What follows belongs to an exercise in optimizing a design on an open flow for small area; a production flow would make more cautious choices.
The RTL was checked by simulation tests, not by an equivalence proof against the original design.
No activity file was given, so power comes from the tool's default toggle rates.

==> inputs of try-delta <==
==> flow/design.v <==
module ram_1r1w_sync_clr #(
  parameter int width_p      = 8,
  parameter int depth_p      = 256,
  parameter int bypass_p     = 0,
  parameter int init_clear_p = 1
) (
  input  logic                         clk_i,
  input  logic                         reset_i,
  input  logic                         wr_valid_i,
  input  logic [$clog2(depth_p)-1:0]   wr_addr_i,
  input  logic [width_p-1:0]           wr_data_i,
  input  logic [width_p-1:0]           wr_mask_i,
  input  logic                         rd_valid_i,
  input  logic [$clog2(depth_p)-1:0]   rd_addr_i,
  output logic                         ready_o,
  output logic                         rd_valid_o,
  output logic [width_p-1:0]           rd_data_o
);
  localparam int addr_w = $clog2(depth_p);
  localparam logic [addr_w-1:0] last_addr = addr_w'(depth_p - 1);
  typedef enum logic {ST_CLEAR, ST_READY} state_t;
  state_t             state;
  logic [addr_w-1:0]  clr_cnt;
  logic               ready_q;
  logic               rd_valid_q;
  logic [width_p-1:0] rd_data_q;
  logic [width_p-1:0] mem [depth_p];
  logic               wr_in_range;
  logic               rd_in_range;
  logic               wr_accept;
  logic               rd_accept;
  logic               mem_we;
  logic [addr_w-1:0]  mem_addr;
  logic [width_p-1:0] mem_data;
  logic [width_p-1:0] mem_mask;
  logic [width_p-1:0] merged;
  logic [width_p-1:0] rd_value;
  generate
    if ((1 << addr_w) == depth_p) begin : g_pow2
      assign wr_in_range = 1'b1;
      assign rd_in_range = 1'b1;
    end else begin : g_npow2
      assign wr_in_range = 32'(wr_addr_i) < 32'(depth_p);
      assign rd_in_range = 32'(rd_addr_i) < 32'(depth_p);
    end
  endgenerate
  assign wr_accept = wr_valid_i & ready_q & wr_in_range & ~reset_i;
  assign rd_accept = rd_valid_i & ready_q;
  always_comb begin
    mem_we   = 1'b0;
    mem_addr = wr_addr_i;
    mem_data = wr_data_i;
    mem_mask = wr_mask_i;
    if (!reset_i) begin
      if (state == ST_CLEAR) begin
        mem_we   = 1'b1;
        mem_addr = clr_cnt;
        mem_data = '0;
        mem_mask = '1;
      end else if (wr_accept) begin
        mem_we = 1'b1;
      end
    end
  end
  assign merged = (mem[mem_addr] & ~mem_mask) | (mem_data & mem_mask);
  always_comb begin
    rd_value = '0;
    if (rd_in_range) begin
      if (bypass_p != 0 && wr_accept && wr_addr_i == rd_addr_i)
        rd_value = merged;
      else
        rd_value = mem[rd_addr_i];
    end
  end
  always_ff @(posedge clk_i) begin
    if (mem_we)
      mem[mem_addr] <= merged;
  end
  always_ff @(posedge clk_i) begin
    if (reset_i) begin
      state      <= (init_clear_p != 0) ? ST_CLEAR : ST_READY;
      clr_cnt    <= '0;
      ready_q    <= 1'b0;
      rd_valid_q <= 1'b0;
      rd_data_q  <= '0;
    end else begin
      rd_valid_q <= rd_accept;
      if (rd_accept)
        rd_data_q <= rd_value;
      case (state)
        ST_CLEAR: begin
          if (clr_cnt == last_addr) begin
            state   <= ST_READY;
            ready_q <= 1'b1;
          end else begin
            clr_cnt <= clr_cnt + 1'b1;
          end
        end
        ST_READY: ready_q <= 1'b1;
        default:  state   <= ST_READY;
      endcase
    end
  end
  assign ready_o    = ready_q;
  assign rd_valid_o = rd_valid_q;
  assign rd_data_o  = rd_data_q;
endmodule
==> flow/run.sh <==
#!/bin/bash
# synth_recipe.tcl (not shown) runs the flow's synth.tcl, then flattens the netlist and writes it again
# the make line also repeats each setting of config.mk as NAME=value (left out here)
make -C /OpenROAD-flow-scripts/flow DESIGN_CONFIG=/design/flow/config.mk WORK_HOME=/design/flow/orfs CLKGATE_MAP_FILE= SYNTH_SCRIPT=/design/flow/synth_recipe.tcl finish
==> flow/config.mk <==
export PLATFORM = sky130hd
export DESIGN_NAME = ram_1r1w_sync_clr
export DESIGN_NICKNAME = ram_1r1w_sync_clr
export VERILOG_FILES = /design/flow/design.v
export SDC_FILE = /design/flow/constraint.sdc
export NUM_CORES = 4
export LEC_CHECK = 0
export ABC_AREA = 1
export CAP_MARGIN = 20
export CORE_MARGIN = 2
export CORE_UTILIZATION = 40
export SLEW_MARGIN = 20
==> flow/constraint.sdc <==
create_clock -name core_clock -period 10.0 [get_ports {clk_i}]
set_input_delay 2.0000 -clock core_clock [delete_from_list [all_inputs] [get_ports {clk_i}]]
set_output_delay 2.0000 -clock core_clock [all_outputs]
set_load 0.01 [all_outputs]
==> try-juniper (differences from try-delta) <==
==> flow/design.v (replaced) <==
module ram_1r1w_sync_clr #(
  parameter int width_p      = 8,
  parameter int depth_p      = 256,
  parameter int bypass_p     = 0,
  parameter int init_clear_p = 1
) (
  input  logic                         clk_i,
  input  logic                         reset_i,
  input  logic                         wr_valid_i,
  input  logic [$clog2(depth_p)-1:0]   wr_addr_i,
  input  logic [width_p-1:0]           wr_data_i,
  input  logic [width_p-1:0]           wr_mask_i,
  input  logic                         rd_valid_i,
  input  logic [$clog2(depth_p)-1:0]   rd_addr_i,
  output logic                         ready_o,
  output logic                         rd_valid_o,
  output logic [width_p-1:0]           rd_data_o
);
  localparam int addr_w = $clog2(depth_p);
  logic               ready_q;
  logic               rd_valid_q;
  logic [width_p-1:0] rd_data_q;
  logic [width_p-1:0] mem [depth_p];
  logic               wr_go;
  assign wr_go = wr_valid_i & ready_q;
  logic [15:0]        wr_row;
  logic [width_p-1:0] wr_set [16];
  logic [width_p-1:0] wr_clr [16];
  always_comb begin
    for (int r = 0; r < 16; r++)
      wr_row[r] = reset_i | (wr_go & (wr_addr_i[7:4] == 4'(r)));
    for (int c = 0; c < 16; c++)
      for (int i = 0; i < width_p; i++) begin
        wr_set[c][i] = ~reset_i & wr_mask_i[i] & (wr_addr_i[3:0] == 4'(c)) & wr_data_i[i];
        wr_clr[c][i] = reset_i | (wr_mask_i[i] & (wr_addr_i[3:0] == 4'(c)) & ~wr_data_i[i]);
      end
  end
  always_ff @(posedge clk_i) begin
    for (int w = 0; w < depth_p; w++)
      for (int i = 0; i < width_p; i++)
        mem[w][i] <= (mem[w][i] & ~(wr_row[w / 16] & wr_clr[w % 16][i]))
                   | (wr_row[w / 16] & wr_set[w % 16][i]);
  end
  logic [15:0]        rd_hi, rd_lo;
  logic [width_p-1:0] rd_value;
  always_comb begin
    for (int r = 0; r < 16; r++) begin
      rd_hi[r] = rd_addr_i[7:4] == 4'(r);
      rd_lo[r] = rd_addr_i[3:0] == 4'(r);
    end
    rd_value = '0;
    for (int w = 0; w < depth_p; w++)
      rd_value = rd_value | (mem[w] & {width_p{rd_hi[w / 16] & rd_lo[w % 16]}});
  end
  always_ff @(posedge clk_i) begin
    ready_q    <= ~reset_i;
    rd_valid_q <= ~reset_i & rd_valid_i & ready_q;
    rd_data_q  <= rd_value;
  end
  assign ready_o    = ready_q;
  assign rd_valid_o = rd_valid_q;
  assign rd_data_o  = rd_data_q;
endmodule
==> flow_metrics.env <==
export IMPL_worst_slew_pin_slew_ns=1.37
export IMPL_fin_crit_sh_pct=81.6
export IMPL_die_h_um=509
export IMPL_yosysTopAreaCell="edfxtp_1"
export IMPL_grt_pass1_wl_um=575000
export IMPL_outcome="no timing/DRC/antenna violations"
That was try-delta.
==> flow_metrics.env <==
export IMPL_yosysTopAreaCell="dfxtp_1"
export IMPL_path_buf_inv=4
export IMPL_seq_cell_share_pct=42.2
export IMPL_worst_slew_pin_slew_ns=1.34
export IMPL_ff2ff_setup_slack_ns=6.87
export IMPL_top_layer="met5"
export IMPL_outcome="no timing/DRC/antenna violations"
export IMPL_grt_pass1_wl_um=542000
That was try-juniper.


==> run Y <==
Another version of the RTL of ram_1r1w_sync_clr (not shown whole).
Design ram_1r1w_sync_clr, start of the top module:
module ram_1r1w_sync_clr #(
  parameter int width_p      = 8,
  parameter int depth_p      = 256,
  parameter int bypass_p     = 0,
  parameter int init_clear_p = 1
) (
  input  logic                         clk_i,
  input  logic                         reset_i,
  input  logic                         wr_valid_i,
  input  logic [$clog2(depth_p)-1:0]   wr_addr_i,
  input  logic [width_p-1:0]           wr_data_i,
  input  logic [width_p-1:0]           wr_mask_i,
  input  logic                         rd_valid_i,
  input  logic [$clog2(depth_p)-1:0]   rd_addr_i,
  output logic                         ready_o,
  output logic                         rd_valid_o,
  output logic [width_p-1:0]           rd_data_o
);
==> module ram_1r1w_sync_clr, before the edit <==
module ram_1r1w_sync_clr #(
  parameter int width_p      = 8,
  parameter int depth_p      = 256,
  parameter int bypass_p     = 0,
  parameter int init_clear_p = 1
) (
  input  logic                         clk_i,
  input  logic                         reset_i,
  input  logic                         wr_valid_i,
  input  logic [$clog2(depth_p)-1:0]   wr_addr_i,
  input  logic [width_p-1:0]           wr_data_i,
  input  logic [width_p-1:0]           wr_mask_i,
  input  logic                         rd_valid_i,
  input  logic [$clog2(depth_p)-1:0]   rd_addr_i,
  output logic                         ready_o,
  output logic                         rd_valid_o,
  output logic [width_p-1:0]           rd_data_o
);
  localparam int addr_w = $clog2(depth_p);
  logic               ready_q;
  logic               rd_valid_q;
  logic [width_p-1:0] rd_data_q;
  logic [width_p-1:0] mem [depth_p];
  logic               wr_go;
  assign wr_go = wr_valid_i & ready_q;
  logic [15:0]        wr_row;
  logic [width_p-1:0] wr_set [16];
  logic [width_p-1:0] wr_clr [16];
  always_comb begin
    for (int r = 0; r < 16; r++)
      wr_row[r] = reset_i | (wr_go & (wr_addr_i[7:4] == 4'(r)));
    for (int c = 0; c < 16; c++)
      for (int i = 0; i < width_p; i++) begin
        wr_set[c][i] = ~reset_i & wr_mask_i[i] & (wr_addr_i[3:0] == 4'(c)) & wr_data_i[i];
        wr_clr[c][i] = reset_i | (wr_mask_i[i] & (wr_addr_i[3:0] == 4'(c)) & ~wr_data_i[i]);
      end
  end
  always_ff @(posedge clk_i) begin
    for (int w = 0; w < depth_p; w++)
      for (int i = 0; i < width_p; i++)
        mem[w][i] <= (mem[w][i] & ~(wr_row[w / 16] & wr_clr[w % 16][i]))
                   | (wr_row[w / 16] & wr_set[w % 16][i]);
  end
  logic [15:0]        rd_hi, rd_lo;
  logic [width_p-1:0] rd_w [16];
  logic [width_p-1:0] rd_g [6];
  logic [width_p-1:0] rd_row [16];
  logic [width_p-1:0] rd_value;
  always_comb begin
    for (int r = 0; r < 16; r++) begin
      rd_hi[r] = rd_addr_i[7:4] == 4'(r);
      rd_lo[r] = rd_addr_i[3:0] == 4'(r);
    end
    rd_value = '0;
    for (int r = 0; r < 16; r++) begin
      for (int c = 0; c < 16; c++)
        rd_w[c] = mem[16 * r + c] & {width_p{rd_lo[c]}};
      rd_g[0] = rd_w[0] | rd_w[1] | rd_w[2];
      rd_g[1] = rd_w[3] | rd_w[4] | rd_w[5];
      rd_g[2] = rd_w[6] | rd_w[7] | rd_w[8];
      rd_g[3] = rd_w[9] | rd_w[10] | rd_w[11];
      rd_g[4] = rd_w[12] | rd_w[13];
      rd_g[5] = rd_w[14] | rd_w[15];
      rd_row[r] = ((rd_g[0] | rd_g[1] | rd_g[2]) | (rd_g[3] | rd_g[4] | rd_g[5]))
                & {width_p{rd_hi[r]}};
      rd_value = rd_value | rd_row[r];
    end
  end
  always_ff @(posedge clk_i) begin
    ready_q    <= ~reset_i;
    rd_valid_q <= ~reset_i & rd_valid_i & ready_q;
    rd_data_q  <= rd_value;
  end
  assign ready_o    = ready_q;
  assign rd_valid_o = rd_valid_q;
  assign rd_data_o  = rd_data_q;
endmodule
clock: 10.0 ns
lec_check: 0
abc_area: 1
cap_margin: 20
core_margin: 2
core_utilization: 60
slew_margin: 20
standard.sh (not shown) runs the stock make flow with config.mk's settings and CLKGATE_MAP_FILE= SYNTH_SCRIPT=/design/flow/synth_recipe.tcl, a recipe that flattens the netlist after the stock synthesis.
==> flow/flow/run.sh <==
#!/bin/bash
# Own layout flow.
# 1. the standard synthesis (reference registers).
# 3. the standard layout of that netlist, with a clock tree of smaller
#    buffers, larger sink clusters and no dummy loads, and port buffers of the
#    smallest buffer.
# Each tool's output goes to its own log file in the work folder.
set -euo pipefail
W=$PWD
F=$W/flow
R=$W/orfs/results/$FLOW_PLATFORM/ram_1r1w_sync_clr/base
LIB=$FLOW_HOME/platforms/$FLOW_PLATFORM/lib/sky130_fd_sc_hd__tt_025C_1v80.lib

bash standard.sh synth > $W/std_synth.log 2>&1
cp $R/1_2_yosys.v $W/std_1_2_yosys.v

# Own synthesis: synth_recipe.tcl with ABC's script swapped.
{
  head -n 1 synth_recipe.tcl
  cat <<'EOT'
proc abc {args} {
  set i [lsearch -exact $args -script]
  if {$i >= 0} { lset args [expr {$i + 1}] $::env(OWN_ABC_SCRIPT) }
  yosys abc {*}$args
}
EOT
  tail -n +2 synth_recipe.tcl
} > $W/own_synth.tcl
sed -e "s#SYNTH_SCRIPT=[^ ]*#SYNTH_SCRIPT=$W/own_synth.tcl#" \
    -e "s#WORK_HOME=[^ ]*#WORK_HOME=$W/own#" standard.sh > $W/own.sh
OWN_ABC_SCRIPT=$F/own.abc bash $W/own.sh synth > $W/own_synth.log 2>&1 || true
OWN=$W/own/results/$FLOW_PLATFORM/ram_1r1w_sync_clr/base/1_2_yosys.v

regs() {
  grep -E '^\s*sky130_fd_sc_hd__(df|edf|sdf|sedf|dl)[a-z0-9_]* ' "$1" | awk '{print $1, $2}' | sort
}
if [[ -s $OWN ]] && diff <(regs $W/std_1_2_yosys.v) <(regs $OWN) > $W/regs_diff.log 2>&1; then
  echo "own synthesis: registers match the standard synthesis" > $W/choice.log
  cp $OWN $W/new_1_2_yosys.v
else
  echo "own synthesis unusable: re-mapping the standard netlist" > $W/choice.log
  python3 $F/models.py $LIB $W/comb_models.v > $W/models.log 2>&1
  cat > $W/remap.ys <<EOT
read_liberty -lib $LIB
read_verilog -overwrite $W/comb_models.v
read_verilog $W/std_1_2_yosys.v
hierarchy -top $FLOW_TOP
flatten
opt_clean -purge
techmap
opt -fast
abc -script $F/remap.abc -liberty $LIB -dont_use *lpflow* -dont_use *probe* -D 10000
opt_clean -purge
hilomap -singleton -hicell sky130_fd_sc_hd__conb_1 HI -locell sky130_fd_sc_hd__conb_1 LO
splitnets
opt_clean -purge
rename -hide w:*.*
tee -o $W/remap_stat.txt stat -liberty $LIB
write_verilog -noattr -nohex -nodec $W/new_1_2_yosys.v
EOT
  yosys -s $W/remap.ys > $W/remap.log 2>&1
fi

cp $W/new_1_2_yosys.v $R/1_2_yosys.v
rm -f $R/1_synth.odb $R/1_synth.sdc
bash standard.sh synth > $W/new_synth.log 2>&1

export CTS_ARGS="-sink_clustering_enable -repair_clock_nets -dont_use_dummy_load $(cat $F/cts_args)"
export BUFFER_PORTS_ARGS="-buffer_cell sky130_fd_sc_hd__buf_1"
bash standard.sh finish > $W/layout.log 2>&1
==> flow/flow/cts_args <==
-buf_list sky130_fd_sc_hd__clkbuf_8 -sink_clustering_size 18 -sink_clustering_max_diameter 60
==> flow/flow/own.abc <==
strash
&get -n
&nf -R 1000
&put
topo
stime -c
Other scripts of this flow, unchanged in this note and not shown: flow/flow/models.py, flow/flow/remap.abc
==> run G: changes against run Y <==
--- a/flow/design.v
+++ b/flow/design.v
@@ -42,8 +42,6 @@
                    | (wr_row[w / 16] & wr_set[w % 16][i]);
   end
   logic [15:0]        rd_hi, rd_lo;
-  logic [width_p-1:0] rd_w [16];
-  logic [width_p-1:0] rd_g [6];
   logic [width_p-1:0] rd_row [16];
   logic [width_p-1:0] rd_value;
   always_comb begin
@@ -53,17 +51,10 @@
     end
     rd_value = '0;
     for (int r = 0; r < 16; r++) begin
+      rd_row[r] = '0;
       for (int c = 0; c < 16; c++)
-        rd_w[c] = mem[16 * r + c] & {width_p{rd_lo[c]}};
-      rd_g[0] = rd_w[0] | rd_w[1] | rd_w[2];
-      rd_g[1] = rd_w[3] | rd_w[4] | rd_w[5];
-      rd_g[2] = rd_w[6] | rd_w[7] | rd_w[8];
-      rd_g[3] = rd_w[9] | rd_w[10] | rd_w[11];
-      rd_g[4] = rd_w[12] | rd_w[13];
-      rd_g[5] = rd_w[14] | rd_w[15];
-      rd_row[r] = ((rd_g[0] | rd_g[1] | rd_g[2]) | (rd_g[3] | rd_g[4] | rd_g[5]))
-                & {width_p{rd_hi[r]}};
-      rd_value = rd_value | rd_row[r];
+        rd_row[r] = rd_row[r] | (mem[16 * r + c] & {width_p{rd_lo[c]}});
+      rd_value = rd_value | (rd_row[r] & {width_p{rd_hi[r]}});
     end
   end
   always_ff @(posedge clk_i) begin
==> flow/flow/run.sh (replaced) <==
#!/bin/bash
# Own layout flow: the standard synthesis, then the combinational logic
# is flattened back into gates and mapped again by ABC with an area-oriented
# script (registers, their names and cell types are kept as the standard
# synthesis made them); then the standard layout, with a clock tree of
# smaller buffers and no dummy loads.
set -euo pipefail
W=$PWD
F=$W/flow
R=$W/orfs/results/$FLOW_PLATFORM/ram_1r1w_sync_clr/base
LIB=$FLOW_HOME/platforms/$FLOW_PLATFORM/lib/sky130_fd_sc_hd__tt_025C_1v80.lib

bash standard.sh synth > $W/std_synth.log 2>&1
cp $R/1_2_yosys.v $W/std_1_2_yosys.v

python3 $F/models.py $LIB $W/comb_models.v > $W/models.log 2>&1
cat > $W/remap.ys <<EOT
read_liberty -lib $LIB
read_verilog -overwrite $W/comb_models.v
read_verilog $W/std_1_2_yosys.v
hierarchy -top $FLOW_TOP
flatten
opt_clean -purge
techmap
opt -fast
abc -script $F/remap.abc -liberty $LIB -dont_use *lpflow* -dont_use *probe* -D 10000
opt_clean -purge
hilomap -singleton -hicell sky130_fd_sc_hd__conb_1 HI -locell sky130_fd_sc_hd__conb_1 LO
splitnets
opt_clean -purge
rename -hide w:*.*
tee -o $W/remap_stat.txt stat -liberty $LIB
write_verilog -noattr -nohex -nodec $W/remap_1_2_yosys.v
EOT
yosys -s $W/remap.ys > $W/remap.log 2>&1

cp $W/remap_1_2_yosys.v $R/1_2_yosys.v
rm -f $R/1_synth.odb $R/1_synth.sdc
bash standard.sh synth > $W/remap_synth.log 2>&1

export CTS_ARGS="-sink_clustering_enable -repair_clock_nets -dont_use_dummy_load $(cat $F/cts_args)"
export BUFFER_PORTS_ARGS="-buffer_cell sky130_fd_sc_hd__buf_1"
bash standard.sh finish > $W/layout.log 2>&1
Settings changed: CAP_MARGIN 20 to 5, SLEW_MARGIN 20 to 5.
removed: flow/flow/own.abc
==> run B: changes against run Y <==
--- a/flow/design.v
+++ b/flow/design.v
@@ -42,8 +42,6 @@
                    | (wr_row[w / 16] & wr_set[w % 16][i]);
   end
   logic [15:0]        rd_hi, rd_lo;
-  logic [width_p-1:0] rd_w [16];
-  logic [width_p-1:0] rd_g [6];
   logic [width_p-1:0] rd_row [16];
   logic [width_p-1:0] rd_value;
   always_comb begin
@@ -53,17 +51,10 @@
     end
     rd_value = '0;
     for (int r = 0; r < 16; r++) begin
+      rd_row[r] = '0;
       for (int c = 0; c < 16; c++)
-        rd_w[c] = mem[16 * r + c] & {width_p{rd_lo[c]}};
-      rd_g[0] = rd_w[0] | rd_w[1] | rd_w[2];
-      rd_g[1] = rd_w[3] | rd_w[4] | rd_w[5];
-      rd_g[2] = rd_w[6] | rd_w[7] | rd_w[8];
-      rd_g[3] = rd_w[9] | rd_w[10] | rd_w[11];
-      rd_g[4] = rd_w[12] | rd_w[13];
-      rd_g[5] = rd_w[14] | rd_w[15];
-      rd_row[r] = ((rd_g[0] | rd_g[1] | rd_g[2]) | (rd_g[3] | rd_g[4] | rd_g[5]))
-                & {width_p{rd_hi[r]}};
-      rd_value = rd_value | rd_row[r];
+        rd_row[r] = rd_row[r] | (mem[16 * r + c] & {width_p{rd_lo[c]}});
+      rd_value = rd_value | (rd_row[r] & {width_p{rd_hi[r]}});
     end
   end
   always_ff @(posedge clk_i) begin
==> flow/flow/run.sh (replaced) <==
#!/bin/bash
# Own layout flow: the standard synthesis, then the combinational logic
# is flattened back into gates and mapped again by ABC with an area-oriented
# script (registers, their names and cell types are kept as the standard
# synthesis made them); then the standard layout, with a clock tree of
# smaller buffers and no dummy loads.
set -euo pipefail
W=$PWD
F=$W/flow
R=$W/orfs/results/$FLOW_PLATFORM/ram_1r1w_sync_clr/base
LIB=$FLOW_HOME/platforms/$FLOW_PLATFORM/lib/sky130_fd_sc_hd__tt_025C_1v80.lib

bash standard.sh synth > $W/std_synth.log 2>&1
cp $R/1_2_yosys.v $W/std_1_2_yosys.v

python3 $F/models.py $LIB $W/comb_models.v > $W/models.log 2>&1
cat > $W/remap.ys <<EOT
read_liberty -lib $LIB
read_verilog -overwrite $W/comb_models.v
read_verilog $W/std_1_2_yosys.v
hierarchy -top $FLOW_TOP
flatten
opt_clean -purge
techmap
opt -fast
abc -script $F/remap.abc -liberty $LIB -dont_use *lpflow* -dont_use *probe* -D 10000
opt_clean -purge
hilomap -singleton -hicell sky130_fd_sc_hd__conb_1 HI -locell sky130_fd_sc_hd__conb_1 LO
splitnets
opt_clean -purge
rename -hide w:*.*
tee -o $W/remap_stat.txt stat -liberty $LIB
write_verilog -noattr -nohex -nodec $W/remap_1_2_yosys.v
EOT
yosys -s $W/remap.ys > $W/remap.log 2>&1

cp $W/remap_1_2_yosys.v $R/1_2_yosys.v
rm -f $R/1_synth.odb $R/1_synth.sdc
bash standard.sh synth > $W/remap_synth.log 2>&1

export CTS_ARGS="-sink_clustering_enable -repair_clock_nets -dont_use_dummy_load $(cat $F/cts_args)"
export BUFFER_PORTS_ARGS="-buffer_cell sky130_fd_sc_hd__buf_1"
bash standard.sh finish > $W/layout.log 2>&1
removed: flow/flow/own.abc
==> run K: changes against run Y <==
--- a/flow/design.v
+++ b/flow/design.v
@@ -23,23 +23,23 @@
   logic [width_p-1:0] mem [depth_p];
   logic               wr_go;
   assign wr_go = wr_valid_i & ready_q;
-  logic [15:0]        wr_row;
-  logic [width_p-1:0] wr_set [16];
-  logic [width_p-1:0] wr_clr [16];
+  logic [63:0]        wr_grp;
+  logic [width_p-1:0] wr_set [4];
+  logic [width_p-1:0] wr_clr [4];
   always_comb begin
-    for (int r = 0; r < 16; r++)
-      wr_row[r] = reset_i | (wr_go & (wr_addr_i[7:4] == 4'(r)));
-    for (int c = 0; c < 16; c++)
+    for (int g = 0; g < 64; g++)
+      wr_grp[g] = reset_i | (wr_go & (wr_addr_i[7:2] == 6'(g)));
+    for (int c = 0; c < 4; c++)
       for (int i = 0; i < width_p; i++) begin
-        wr_set[c][i] = ~reset_i & wr_mask_i[i] & (wr_addr_i[3:0] == 4'(c)) & wr_data_i[i];
-        wr_clr[c][i] = reset_i | (wr_mask_i[i] & (wr_addr_i[3:0] == 4'(c)) & ~wr_data_i[i]);
+        wr_set[c][i] = ~reset_i & wr_mask_i[i] & (wr_addr_i[1:0] == 2'(c)) & wr_data_i[i];
+        wr_clr[c][i] = reset_i | (wr_mask_i[i] & (wr_addr_i[1:0] == 2'(c)) & ~wr_data_i[i]);
       end
   end
   always_ff @(posedge clk_i) begin
     for (int w = 0; w < depth_p; w++)
       for (int i = 0; i < width_p; i++)
-        mem[w][i] <= (mem[w][i] & ~(wr_row[w / 16] & wr_clr[w % 16][i]))
-                   | (wr_row[w / 16] & wr_set[w % 16][i]);
+        mem[w][i] <= (mem[w][i] & ~(wr_grp[w / 4] & wr_clr[w % 4][i]))
+                   | (wr_grp[w / 4] & wr_set[w % 4][i]);
   end
   logic [15:0]        rd_hi, rd_lo;
   logic [width_p-1:0] rd_w [16];
==> flow/flow/cts_args (replaced) <==
-buf_list sky130_fd_sc_hd__clkbuf_8 -sink_clustering_size 17 -sink_clustering_max_diameter 55
Settings changed: CORE_UTILIZATION 60 to 70.
==> notes.md <==
worst-margin pin slew 1.34 ns; status complete, but fails checks; post-DR wirelength/cell 27.6 um; Layout Check Failures antenna rules; clock-net power 3830 uW; TAP cells 1,625; wl on met1 107,000 um; Routed Antenna Nets 1; post-place setup slack 3.74 ns; post-route design area 79,300 um^2; crit path from reset_i; Seq area share 51.9%
That was run G.
==> notes.md <==
TAP cells 1,612; clock network share of area 2.49%; clock-net power 3850 uW; post-DR wirelength/cell 26.8 um; multi-input logic cell count 5,540; P_seq 8390 uW; post-route design area 79,500 um^2; crit path from rd_addr_i[2]; hold_sp mem[204][4]; Reg with most FFs mem; post-place setup slack 3.24 ns; Comb. pwr 862 uW; worst-margin pin slew 1.23 ns; Routed Antenna Nets 0; Worst Setup Slack, final 3.98 ns; status no timing/DRC/antenna violations; max FFs per register 2,048; Critical Path End rd_data_q[5]; wl on met1 101,000 um
That was run Y.
==> notes.md <==
post-DR wirelength/cell 27.1 um; crit path from rd_addr_i[2]; status no timing/DRC/antenna violations; clock-net power 3820 uW; wl on met1 88,600 um; worst reg-to-reg path cell count 12; post-place setup slack 2.73 ns; Routed Antenna Nets 0; Seq area share 51.9%; fin util 77.9%; TAP cells 1,368; Static Leak 0.0265 uW; worst-path fanout max 50; post-route design area 79,400 um^2; top cell category sequential cells
That was run K.
==> notes.md <==
Seq area share 51.8%; wl on met1 106,000 um; Routed Antenna Nets 0; status no timing/DRC/antenna violations; clock-net power 3850 uW; crit path from reset_i; post-place setup slack 3.75 ns; post-DR wirelength/cell 27.5 um; worst-margin pin slew 1.35 ns; post-route design area 79,500 um^2
That was run B.

what the ideal ports hide:
How much do the figures lean on ideal ports? The routed layouts below were timed once more, with nothing changed but the port constraints.
Step 1: set_driving_cell puts a clkbuf_16 on clk_i and a buf_2 on each other input, an assumption about the parent block.
Step 2 also shifts input and output timing later by t, the mid clock arrival at the registers, as if the neighbouring blocks saw the same clock.
a / b / c = ideal / step 1 / step 2; a / b = the first two.
run	t (ns)	slack for setup (ns)	worst setup path at the end	latest minus earliest clock arrival (ns)
try-delta	0.970	1.836 / 1.916 / 0.946	input to register	0.068 / 0.068
try-juniper	0.971	4.833 / 4.727 / 3.757	input to register	0.071 / 0.071
run Y	0.981	3.980 / 3.991 / 3.010	input to register	0.054 / 0.054
run G	0.988	4.551 / 4.560 / 3.573	input to register	0.077 / 0.077
run B	0.990	5.000 / 5.006 / 4.016	input to register	0.061 / 0.060
run K	0.953	3.496 / 3.545 / 2.593	input to register	0.070 / 0.071
For try-juniper, which loses most, drivers alone change the setup slack by -0.106 ns; drivers and shift together by -1.076 ns.
